This design comes from an exercise in tuning for small area, a short achievable clock period and few clock cycles per item on the open sky130 flow, not from production work. Function was checked by simulation only, so behaviour that the tests miss may differ from the original.

## pedometer_step_detector
module pedometer_step_detector
(
    input  wire logic               clk,
    input  wire logic               rst_n,
    input  wire logic               cfg_valid,
    output logic                    cfg_ready,
    input  wire logic [2:0]         cfg_index,
    input  wire logic [15:0]        cfg_data,
    input  wire logic               sample_valid,
    output logic                    sample_ready,
    input  wire logic signed [15:0] sample_accel_x,
    input  wire logic signed [15:0] sample_accel_y,
    input  wire logic signed [15:0] sample_accel_z,
    input  wire logic [31:0]        sample_time_ms,
    output logic                    result_valid,
    input  wire logic               result_ready,
    output logic                    result_step_event,
    output logic [10:0]             result_step_length_mm,
    output logic [31:0]             result_steps_total,
    output logic [31:0]             result_distance_mm,
    output logic [23:0]             result_smoothed_magnitude
);
clock: 10.0 ns
lec_check: 0
cap_margin: 20
core_margin: 2
core_utilization: 40
setup_slack_margin: 4
slew_margin: 20
run.sh (not shown) runs the stock make flow with config.mk's settings and CLKGATE_MAP_FILE= SYNTH_SCRIPT=/design/flow/synth_recipe.tcl, a recipe that flattens the netlist after the stock synthesis.
Testbench counts at the start, summed over its fixed seeds: cycles 4,888, items 4,800.
Then changed:
--- a/flow/config.mk
+++ b/flow/config.mk
@@ -11 +11 @@
-export SETUP_SLACK_MARGIN = 4
+export SETUP_SLACK_MARGIN = 3
Utilization shrinks by 0.81 points.
Clock-buffer cell count went up by 13.
Sequential share of layout area is higher by 0.44 points.
Global-route usage is lower by 0.20 points.

pedometer_step_detector, a different RTL version from the one above (not shown whole).
For scale: about 7500 cells after synthesis, ~72000 µm² of cells after synthesis.
Settings: LEC_CHECK=0, CAP_MARGIN=20, CORE_MARGIN=2, CORE_UTILIZATION=40, SETUP_SLACK_MARGIN=4.5, SLEW_MARGIN=20; clock period 10.0 ns.
The starting point completed with no timing, DRC or antenna violations.
Testbench counts at the start, summed over its fixed seeds: cycles 4,888, items 4,800.
Next try:
Settings changed: CORE_UTILIZATION 40 to 65.
Outcome: The new run produced a clean layout; sequential share of layout area grows by 0.56 points; die area shrinks by 38%; cell count shrinks by 9.1%; via count grows by 1.1%; count of clock-buffer cells in the layout shrinks by 13; core utilization grows by 28 points; critical path depth grows by 4; global-route usage grows by 13 points.
Next try:
Settings changed: CORE_UTILIZATION 65 to 40, SETUP_SLACK_MARGIN 4.5 to 5.
After rerunning: The changed run produced a clean layout; cell count rose by 12%; worst setup slack improved by 0.028 ns; cell area climbs by 5.8%.
Next try:
Settings changed: CORE_UTILIZATION 40 to 55, SETUP_SLACK_MARGIN 5 to 4.5.
Synthesized area stays the same.
Routed wire length came out lower by 5.2%.
Setup slack loses 0.073 ns.
Sequential share of layout area climbs by 1.2 points.
Synthesized cell count is unchanged.
Clock skew shrinks by 0.0062 ns.
Worst hold slack gets worse by 0.0043 ns.
Die area shrinks by 27%.

pedometer_step_detector, a different RTL version from the one above (not shown whole).
Size: ~68000 µm² of cells after synthesis.
==> flow/config.mk <==
export PLATFORM = sky130hd
export DESIGN_NAME = pedometer_step_detector
export DESIGN_NICKNAME = pedometer_step_detector
export VERILOG_FILES = /design/flow/design.v
export SDC_FILE = /design/flow/constraint.sdc
export NUM_CORES = 4
export LEC_CHECK = 0
export CAP_MARGIN = 20
export CORE_MARGIN = 2
export CORE_UTILIZATION = 40
export SETUP_SLACK_MARGIN = 4
export SLEW_MARGIN = 20
==> flow/constraint.sdc <==
create_clock -name core_clock -period 10.0 [get_ports {clk}]
set_input_delay 2.0000 -clock core_clock [delete_from_list [all_inputs] [get_ports {clk}]]
set_output_delay 2.0000 -clock core_clock [all_outputs]
set_load 0.01 [all_outputs]
The first run completed without violations.
Testbench counts at the start, summed over its fixed seeds: cycles 4,872, items 4,800.
==> next run, changes <==
- SETUP_SLACK_MARGIN: 4 -> 3
=>
- final area goes down by 4.9%
- utilization goes down by 2.4 points
- non-clock buffer count decreases by 247
- hold slack hardly moves
- sequential cell count stays the same
- via count drops by 2.2%

separate check: timing with driven ports:
The results above use ideal ports. As a check the final layouts listed here were re-extracted and re-timed, cells and wires unchanged. Step 1 assumes that a clkbuf_16 drives the clock port and a buf_2 every other input. Step 2, shift: input delay + t, output delay - t, t = (earliest + latest rising clock arrival at the registers) / 2. This alone moves slack from input paths to output paths. Slacks: ideal ports / drivers / drivers and shift; pairs: ideal ports / drivers.
run | t, ns | slack for setup (ns) | worst slew at a driven data input, ns
the first run of note 1 | 0.799 | 4.000 / 4.000 / 3.767 | 0.18
the second run of note 1 | 0.798 | 3.509 / 3.509 / 3.426 | 0.18
the first run of note 2 | 0.809 | 4.420 / 4.420 / 3.748 | 0.14
the second run of note 2 | 0.766 | 4.400 / 4.400 / 3.849 | 0.09
the third run of note 2 | 0.810 | 4.428 / 4.428 / 3.957 | 0.16
the fourth run of note 2 | 0.784 | 4.355 / 4.355 / 3.954 | 0.08
the first run of note 3 | 0.790 | 3.018 / 3.018 / 3.018 | 0.15
the second run of note 3 | 0.792 | 2.994 / 2.994 / 2.994 | 0.17
After both steps setup and hold are still met in every run listed. The setup slack of the first run of note 2, which loses most, moves by 0.000 ns with the drivers and by -0.672 ns with both steps.
